This design comes from an exercise in tuning for small area, a short achievable clock period and few clock cycles per item on the open sky130 flow, not from production work. Function was checked by simulation only, so behaviour that the tests miss may differ from the original. Power is estimated from default activity; no workload was simulated.

==> flow/constraint.sdc <==
create_clock -name core_clock -period 5.0 [get_ports {clk_i}]
set_input_delay 1.0000 -clock core_clock [delete_from_list [all_inputs] [get_ports {clk_i}]]
set_output_delay 1.0000 -clock core_clock [all_outputs]
set_load 0.01 [all_outputs]
==> flow/run.sh <==
#!/bin/bash
# synth_recipe.tcl (not shown) runs the flow's synth.tcl, then flattens the netlist and writes it again
# the make line also repeats each setting of config.mk as NAME=value (left out here)
make -C /OpenROAD-flow-scripts/flow DESIGN_CONFIG=/design/flow/config.mk WORK_HOME=/design/flow/orfs CLKGATE_MAP_FILE= SYNTH_SCRIPT=/design/flow/synth_recipe.tcl finish
==> flow/design.v <==
package stt_pkg;
  localparam int unsigned LineBits   = 16;
  localparam int unsigned ColBits    = 16;
  localparam int unsigned OffsetBits = 32;
  localparam int unsigned LengthBits = 16;
  localparam int unsigned KindBits   = 5;
  typedef logic [LineBits-1:0]   line_t;
  typedef logic [ColBits-1:0]    col_t;
  typedef logic [OffsetBits-1:0] offset_t;
  typedef logic [LengthBits-1:0] length_t;
  localparam logic [7:0] ChNul   = 8'h00;
  localparam logic [7:0] ChTab   = 8'h09;
  localparam logic [7:0] ChLf    = 8'h0A;
  localparam logic [7:0] ChCr    = 8'h0D;
  localparam logic [7:0] ChSpace = 8'h20;
  localparam logic [7:0] ChBang  = 8'h21;
  localparam logic [7:0] ChDot   = 8'h2E;
  localparam logic [7:0] ChEq    = 8'h3D;
  localparam logic [7:0] ChUnder = 8'h5F;
  typedef enum logic [KindBits-1:0] {
    TK_ILLEGAL  = 5'd0,
    TK_EOF      = 5'd1,
    TK_IDENT    = 5'd2,
    TK_INT      = 5'd3,
    TK_DOUBLE   = 5'd4,
    TK_ASSIGN   = 5'd5,
    TK_EQ       = 5'd6,
    TK_BANG     = 5'd7,
    TK_NOT_EQ   = 5'd8,
    TK_PLUS     = 5'd9,
    TK_MINUS    = 5'd10,
    TK_ASTERISK = 5'd11,
    TK_SLASH    = 5'd12,
    TK_MODULO   = 5'd13,
    TK_SEMI     = 5'd14,
    TK_LPAREN   = 5'd15,
    TK_RPAREN   = 5'd16,
    TK_COMMA    = 5'd17,
    TK_LBRACE   = 5'd18,
    TK_RBRACE   = 5'd19,
    TK_LT       = 5'd20,
    TK_GT       = 5'd21
  } token_kind_e;
  typedef enum logic [2:0] {
    MODE_IDLE   = 3'd0,
    MODE_IDENT  = 3'd1,
    MODE_NUM    = 3'd2,
    MODE_NUMDOT = 3'd3,
    MODE_EQ     = 3'd4,
    MODE_BANG   = 3'd5
  } scan_mode_e;
  typedef struct packed {
    token_kind_e kind;
    line_t       line;
    col_t        col;
    offset_t     offset;
    length_t     len;
    logic        last;
  } tok_t;
  function automatic logic is_alpha(input logic [7:0] c);
    is_alpha = ((c >= 8'h61 && c <= 8'h7A) || (c >= 8'h41 && c <= 8'h5A) || (c == stt_pkg::ChUnder));
  endfunction
  function automatic logic is_digit(input logic [7:0] c);
    is_digit = (c >= 8'h30 && c <= 8'h39);
  endfunction
  function automatic logic is_space(input logic [7:0] c);
    is_space = ((c == stt_pkg::ChSpace) || (c == stt_pkg::ChTab) || (c == stt_pkg::ChLf) || (c == stt_pkg::ChCr));
  endfunction
  function automatic token_kind_e single_kind(input logic [7:0] c);
    token_kind_e k;
    unique case (c)
      8'h2B:   k = stt_pkg::TK_PLUS;
      8'h2D:   k = stt_pkg::TK_MINUS;
      8'h2A:   k = stt_pkg::TK_ASTERISK;
      8'h2F:   k = stt_pkg::TK_SLASH;
      8'h25:   k = stt_pkg::TK_MODULO;
      8'h3B:   k = stt_pkg::TK_SEMI;
      8'h28:   k = stt_pkg::TK_LPAREN;
      8'h29:   k = stt_pkg::TK_RPAREN;
      8'h2C:   k = stt_pkg::TK_COMMA;
      8'h7B:   k = stt_pkg::TK_LBRACE;
      8'h7D:   k = stt_pkg::TK_RBRACE;
      8'h3C:   k = stt_pkg::TK_LT;
      8'h3E:   k = stt_pkg::TK_GT;
      default: k = stt_pkg::TK_ILLEGAL;
    endcase
    single_kind = k;
  endfunction
  localparam int unsigned TokBits = KindBits + LineBits + ColBits + OffsetBits + LengthBits + 1;
  function automatic logic [TokBits-1:0] mk_tok(input token_kind_e kind, input line_t line,
                                                input col_t col, input offset_t offset,
                                                input length_t len);
    mk_tok = {kind, line, col, offset, len, 1'b0};
  endfunction
endpackage
module source_text_tokenizer (
  input  logic                             clk_i,
  input  logic                             rst_ni,
  input  logic                             txt_valid_i,
  output logic                             txt_ready_o,
  input  logic [7:0]                       txt_char_i,
  input  logic                             txt_end_i,
  output logic                             tok_valid_o,
  input  logic                             tok_ready_i,
  output logic [stt_pkg::KindBits-1:0]     tok_kind_o,
  output logic [stt_pkg::LineBits-1:0]     tok_line_o,
  output logic [stt_pkg::ColBits-1:0]      tok_col_o,
  output logic [stt_pkg::OffsetBits-1:0]   tok_offset_o,
  output logic [stt_pkg::LengthBits-1:0]   tok_length_o,
  output logic                             tok_last_o
);
  typedef struct packed {
    logic       e;
    logic       al;
    logic       dg;
    logic       dt;
    logic       eq;
    logic       bg;
    logic       lf;
    logic       sg;
    logic [4:0] sk;
  } cls_t;
  function automatic cls_t classify(input logic [7:0] c, input logic end_i);
    cls_t r;
    logic e;
    e    = end_i || (c == stt_pkg::ChNul);
    r.e  = e;
    r.al = !e && stt_pkg::is_alpha(c);
    r.dg = !e && stt_pkg::is_digit(c);
    r.dt = !e && (c == stt_pkg::ChDot);
    r.eq = !e && (c == stt_pkg::ChEq);
    r.bg = !e && (c == stt_pkg::ChBang);
    r.lf = !e && (c == stt_pkg::ChLf);
    r.sg = !e && !stt_pkg::is_alpha(c) && !stt_pkg::is_digit(c) && !stt_pkg::is_space(c) &&
           (c != stt_pkg::ChEq) && (c != stt_pkg::ChBang);
    r.sk = stt_pkg::single_kind(c);
    classify = r;
  endfunction
  logic cur_vld_q, skd_vld_q;
  cls_t cur_q, skd_q, in_cls;
  logic             m_id_q, m_num_q, m_dot_q, m_op_q;
  logic             bang_q;    
  logic             seen_q;    
  stt_pkg::line_t   line_q;
  stt_pkg::col_t    col_q, tsc_q;
  stt_pkg::offset_t off_q, tso_q;
  stt_pkg::length_t run_q;
  logic             ph_q;      
  logic hold_dot, absorbed, a_ex, c_ex, c_idle, special, sp_x, start;
  logic sel_a, sel_b;
  logic take, consume, step, cur_free, in_xfer;
  logic adv, two, lf_adv, radv;
  logic off_top, col_top, run_top;
  assign hold_dot = m_num_q && cur_q.dt && !seen_q;
  assign absorbed = (m_id_q && cur_q.al) || (m_num_q && cur_q.dg) || hold_dot ||
                    (m_dot_q && cur_q.dg) || (m_op_q && cur_q.eq);
  assign a_ex    = (m_id_q && !cur_q.al) || (m_num_q && !cur_q.dg && !hold_dot) ||
                   (m_dot_q && !cur_q.dg) || m_op_q;
  assign c_idle  = cur_q.e || cur_q.sg;
  assign c_ex    = cur_q.e || (cur_q.sg && !hold_dot);
  assign special = m_dot_q && !cur_q.dg;
  assign sp_x    = !(cur_q.e || cur_q.al || cur_q.dg || cur_q.eq || cur_q.bg || cur_q.sg);
  assign start   = !cur_q.e && !absorbed && (cur_q.al || cur_q.dg || cur_q.eq || cur_q.bg);
  assign sel_a   = a_ex && !ph_q;
  assign sel_b   = special && ph_q;
  assign off_top = &off_q[31:1];
  assign col_top = &col_q[15:1];
  assign run_top = &run_q[15:1];
  always_comb begin
    tok_valid_o  = cur_vld_q && (a_ex || c_ex);
    tok_line_o   = line_q;
    tok_col_o    = sel_a ? tsc_q : {col_q[15:1], col_q[0] || (sel_b && col_top)};
    tok_offset_o = sel_a ? tso_q : {off_q[31:1], off_q[0] || (sel_b && off_top)};
    if (sel_a) begin
      tok_length_o = m_op_q ? {14'd0, cur_q.eq, !cur_q.eq} : run_q;
      tok_last_o   = !special && !c_ex;
    end else begin
      tok_length_o = {15'd0, !cur_q.e || sel_b};
      tok_last_o   = !sel_b || !c_idle;
    end
    if (sel_a) begin
      if (m_id_q)       tok_kind_o = stt_pkg::TK_IDENT;
      else if (m_op_q)  tok_kind_o = bang_q ? (cur_q.eq ? stt_pkg::TK_NOT_EQ : stt_pkg::TK_BANG)
                                            : (cur_q.eq ? stt_pkg::TK_EQ : stt_pkg::TK_ASSIGN);
      else              tok_kind_o = (m_num_q && seen_q) ? stt_pkg::TK_DOUBLE : stt_pkg::TK_INT;
    end else if (sel_b) begin
      tok_kind_o = stt_pkg::TK_ILLEGAL;
    end else begin
      tok_kind_o = cur_q.e ? stt_pkg::TK_EOF : cur_q.sk;
    end
  end
  assign take     = tok_valid_o && tok_ready_i;
  assign step     = sel_b && take && !sp_x;
  assign consume  = cur_vld_q && (special ? (sel_b && take && sp_x)
                                          : (!tok_valid_o || (take && tok_last_o)));
  assign cur_free = !cur_vld_q || consume;
  assign txt_ready_o = !skd_vld_q;
  assign in_xfer     = txt_valid_i && !skd_vld_q;
  assign in_cls      = classify(txt_char_i, txt_end_i);
  assign adv    = step || (consume && !cur_q.e && !hold_dot);
  assign two    = consume && m_dot_q;
  assign lf_adv = consume && cur_q.lf;
  assign radv   = consume && (m_id_q || m_num_q || m_dot_q) && absorbed && !hold_dot;
  always_ff @(posedge clk_i or negedge rst_ni) begin
    if (!rst_ni) begin
      cur_vld_q <= 1'b0;
      skd_vld_q <= 1'b0;
      ph_q      <= 1'b0;
      m_id_q    <= 1'b0;
      m_num_q   <= 1'b0;
      m_dot_q   <= 1'b0;
      m_op_q    <= 1'b0;
      line_q    <= stt_pkg::line_t'(1);
      col_q     <= stt_pkg::col_t'(1);
      off_q     <= '0;
    end else begin
      if (cur_free) begin
        cur_vld_q <= skd_vld_q || in_xfer;
        skd_vld_q <= 1'b0;
      end else if (in_xfer) begin
        skd_vld_q <= 1'b1;
      end
      if (consume || step) begin
        ph_q <= 1'b0;
      end else if (take) begin
        ph_q <= 1'b1;
      end
      off_q[0]    <= adv ? (off_top || (off_q[0] ^ !two)) : off_q[0];
      off_q[31:1] <= off_q[31:1] + 31'(adv && !off_top && (two || off_q[0]));
      line_q      <= line_q + 16'(lf_adv && !(&line_q));
      if (lf_adv) begin
        col_q <= stt_pkg::col_t'(1);
      end else begin
        col_q[0]    <= adv ? (col_top || (col_q[0] ^ !two)) : col_q[0];
        col_q[15:1] <= col_q[15:1] + 15'(adv && !col_top && (two || col_q[0]));
      end
      if (step) begin
        m_dot_q <= 1'b0;
      end else if (consume) begin
        m_id_q  <= start ? cur_q.al : (m_id_q && cur_q.al);
        m_num_q <= start ? cur_q.dg : (m_num_q && cur_q.dg) || (m_dot_q && cur_q.dg);
        m_dot_q <= hold_dot;
        m_op_q  <= start && (cur_q.eq || cur_q.bg);
      end
    end
  end
  always_ff @(posedge clk_i) begin
    if (cur_free) begin
      cur_q <= skd_vld_q ? skd_q : in_cls;
    end
    if (!skd_vld_q) begin
      skd_q <= in_cls;
    end
    if (consume && start) begin
      tsc_q  <= col_q;
      tso_q  <= off_q;
      bang_q <= cur_q.bg;
      seen_q <= 1'b0;
      run_q  <= stt_pkg::length_t'(1);
    end else begin
      if (consume && m_dot_q && cur_q.dg) begin
        seen_q <= 1'b1;
      end
      run_q[0]    <= radv ? (run_top || (run_q[0] ^ !m_dot_q)) : run_q[0];
      run_q[15:1] <= run_q[15:1] + 15'(radv && !run_top && (m_dot_q || run_q[0]));
    end
  end
endmodule
==> flow/config.mk <==
export PLATFORM = sky130hd
export DESIGN_NAME = source_text_tokenizer
export DESIGN_NICKNAME = source_text_tokenizer
export VERILOG_FILES = /design/flow/design.v
export SDC_FILE = /design/flow/constraint.sdc
export NUM_CORES = 4
export LEC_CHECK = 0
export CAP_MARGIN = 20
export CORE_MARGIN = 2
export CORE_UTILIZATION = 40
export SLEW_MARGIN = 20
==> run_results.csv <==
group,metric,value,unit
floorplan,start_util,40.8,%
cts,cts_root_buf,"clkbuf_16",
power,swShare,35.5,%
power,power_leakage,3.91,nW
route,routed_wirelength,16800,µm
floorplan,rows,50,
finish,nets,905,
finish,diodes,0,
worst_hold_path,min_path_cells,0,
critical_path,reg2reg_depth,14,
finish,final_util,50.6,%
cts,cts_buffers,17,
route,viasPerCell,5.14,
floorplan,pin_count,101,
logic_synthesis,syn_avg_cell_area,9.71,µm²
logic_synthesis,syn-num-nets,814,
floorplan,dieHeight,142,µm
global_routing,grt_max_degree,72,
timing,hold_violations,0,
logic_synthesis,synth_cell_type_count,53,
finish,fill_cells,1768,
critical_path,cp-start-kind,"register",
floorplan,die_area,20300,µm²
logic_synthesis,netlist_area,7660,µm²
cts,ctsHoldBuffers,0,
timing,period_minus_slack,4270,ps
cts,clock_sinks,163,
finish,seq_area,4240,µm²
power,p_total,0.00536,W
cts,worstSkewPairLatency,420,ps
logic_synthesis,synthArstFlopShare,43.6,%
logic_synthesis,netlist_instances,789,
critical_path,path_class,"register to output pin",
critical_path,crit_path_end_kind,"output pin",
finish,drive_gt1_share,4.82,%
outcome,run_status,"no timing/DRC/antenna violations",
global_routing,grt-ovfl-total,0,
worst_hold_path,hp-class,"register to register",
critical_path,crit_path_start,"m_id_q",
power,p_seq_share,36.6,%
route,wl_per_cell,14.9,µm
logic_synthesis,synth_edf_count,62,
finish,area_growth,24.1,%
placement,gp_congestion,0.889,
timing,slew_headroom,38.1,%
global_routing,grt_pass1_wl,27700,µm
route,drc,0,
timing,grt_setup_unrepaired,"no",
timing,finalCritPeriodShare,85.4,%
critical_path,r2r_end,"off_q[31]",
power,peakVddDrop,0.000332,V
job,drv_cap,0,
global_routing,met3_usage,3.33,%
power,p_clk_share,25.3,%
timing,fmax,234,MHz
critical_path,r2r_slack,1200,ps
finish,layout.cells.non_filler,1127,
cts,cts_tree,"built",
power,power_density,564,nW/µm²
route,first_pass_iters,5,
logic_synthesis,ys_warn_count,1,
placement,place_inst,1095,
global_routing,top_usage_layer,"met2",
timing,tightest_slew,928,ps
critical_path,cp_max_fo,26,
finish,multi_input_area,3220,µm²
cts,cts_resized,0,
cts,clk_pin_slew,60,ps
route,detail-route-antenna-nets,0,
power,pwr-share-comb,38.1,%
critical_path,worstPathRequired,4000,ps
placement,port_buffers,100,
floorplan,die_w,142,µm
critical_path,crit_arrival,3270,ps
cts,cts_max_level,4,
route,drt_first_iter_violations,443,
worst_hold_path,min_from,"off_q[30]",
logic_synthesis,ys.flop_type,"dfrtp_1",
timing,maxSlewViolCount,0,
placement,post-dp-hpwl,11100,µm
power,p_int,0.00346,W
power,p_switching,0.00190,W
worst_hold_path,hold_path_end,"tso_q[30]",
logic_synthesis,synth_seq_area_share,55.4,%
floorplan,coreArea,18800,µm²
global_routing,grt_pass1_vias,5439,
critical_path,r2r-start,"m_id_q",
logic_synthesis,ys_ff_latch,163,
route,num_vias,5794,
cts,cts.path.max_buffers,2,
global_routing,antenna_found_initial,0,
timing,hold_ws,459,ps
cts,cts_setup_buffers,0,
global_routing,use_met2,26.6,%
global_routing,gr-usage-all-layers,17.1,%
timing,final.setup.tns,0,ps
timing,setup_viol_count_final,0,
timing,fin_skew,7.87,ps
global_routing,met1_usage,24.1,%
critical path, stage by stage, from the launching register on:
cell	delay, ps
dfrtp_1	470
nor2b_1	200
a311oi_4	420
nand2_1	140
nand2_2	460
buf_4	400
nand2_1	100
nand2_1	110
clkdlybuf4s50_1	540
final cells by class:
type                    instances  area share, %
repair buffers                105           11.2
well taps                     234           3.08
clock inverters                10           1.69
multi-input cells             574           33.9
inverters                      19          0.750
flip-flops and latches        163           44.6
clock buffers                  22           4.78
power groups by stage:
stage	clock network (W)	registers, W	logic [W]
final	0.00136	0.00196	0.00204
after detailed placement	0	0.00199	0.00206
after global placement	0	0.00198	0.00205
after global routing	0.00145	0.00200	0.00225
after CTS	0.00139	0.00196	0.00208
after floorplan	0	0.00189	0.00114
placed cells by master, fill, tap and decap left out, types with 3 or more instances in the layout:
| master | netlist | layout |
|---|---|---|
| nand2_1 | 194 | 193 |
| clkdlybuf4s50_1 | 0 | 99 |
| dfrtp_1 | 69 | 69 |
| nor2_1 | 63 | 63 |
| edfxtp_1 | 62 | 62 |
| nand3_1 | 44 | 44 |
| xnor2_1 | 39 | 39 |
| xor2_1 | 31 | 31 |
| dfxtp_1 | 30 | 30 |
| and3_1 | 23 | 23 |
| o21ai_0 | 22 | 22 |
| a21oi_1 | 21 | 20 |
| inv_1 | 19 | 19 |
| clkbuf_16 | 0 | 17 |
| nor3_1 | 16 | 16 |
| nand4_1 | 15 | 15 |
| ha_1 | 12 | 12 |
| nor2b_1 | 10 | 10 |
| o211ai_1 | 8 | 8 |
| o31ai_1 | 8 | 8 |
| and4_1 | 9 | 8 |
| and2_1 | 7 | 7 |
| nand2b_1 | 5 | 5 |
| nand3b_1 | 4 | 4 |
| nor4_1 | 4 | 4 |
| or3_1 | 4 | 4 |
| clkbuf_1 | 25 | 4 |
| bufinv_16 | 0 | 4 |
| buf_4 | 1 | 4 |
| or4_1 | 3 | 3 |
| o31a_1 | 3 | 3 |
| a31oi_1 | 3 | 3 |
| o41ai_1 | 3 | 3 |
| clkinv_2 | 0 | 3 |
synth_stat cells (all sizes together) (19+ instances only):
| cell | number | share of area [%] |
|---|---|---|
| xnor2 | 39 | 4.5 |
| nand2 | 194 | 9.5 |
| o21ai | 22 | 1.4 |
| and3 | 23 | 1.9 |
| nor2 | 63 | 3.1 |
| dfxtp | 30 | 7.8 |
| nand3 | 44 | 2.9 |
| clkbuf | 25 | 1.2 |
| inv | 19 | 0.93 |
| edfxtp | 62 | 24 |
| xor2 | 31 | 3.5 |
| a21oi | 21 | 1.4 |
| dfrtp | 69 | 23 |
how the worst max path moves through the flow:
stage | end | slack (ps)
after global placement | off_q[31] | 510
after floorplan | off_q[31] | 1340
after detailed placement | off_q[31] | 450
after CTS | tok_offset_o[1] | 670
after global routing | tok_offset_o[11] | 500
final | tok_offset_o[1] | 730
per-stage QoR:
stage                     setup WS [ps]  area (µm²)
after floorplan                    1340        7660
after global placement              509        8890
after detailed placement            451        8890
after CTS                           673        9500
after global routing                504        9500
final                               732        9500
state kept, by name (all words and copies together), names as in the netlist:
register and flops:
ph_q 1, m_num_q 1, off_q 32, col_q 16, line_q 16, tsc_q 16
skd_vld_q 1, bang_q 1, m_dot_q 1, tso_q 32, m_op_q 1, m_id_q 1
cur_q 13, skd_q 13, seen_q 1, cur_vld_q 1, run_q 16
cell families after synthesis:
kind of cell / count (synthesis) / share of synthesized area (%)
buf+inv: 52 / 2.74
compound gates: 84 / 7.32
xor+xnor: 70 / 8.01
mux: 2 / 0.278
fa+ha+maj: 12 / 1.96
simple gates: 406 / 24.3
flops: 163 / 55.4
metal layers:
| layer | vias up | routed length (µm) |
|---|---|---|
| met2 | 128 | 7640 |
| met3 | 18 | 608 |
| met1 | 2726 | 8330 |
| li1 | 2922 | - |
| met5 | - | 0 |
| met4 | 0 | 218 |
Testbench counts, summed over its fixed seeds: cycles 24,838, bytes 24,017.

-- port drivers added, routing unchanged --
The results above use ideal ports. As a check the final layout listed here was re-extracted and re-timed, cells and wires unchanged.
Step 1: set_driving_cell puts a clkbuf_16 on clk_i and a buf_2 on each other input, an assumption about the parent block.
Step 2 times the ports against the registers' clock, not the clock port: input delays grow and output delays shrink by t, the midpoint of the rising clock arrivals with the driver on.
Three values: no drivers, after step 1, after step 2; two values: the first two.
shift t [ns]: 0.462
setup WS [ns]: 0.732 / 0.687 / 0.414
worst setup path after step 2: input to register
worst register clock-pin slew, ns: 0.06 / 0.06
After both steps this run still meets setup and hold. The setup slack of this run moves by -0.045 ns with the drivers and by -0.318 ns with both steps.
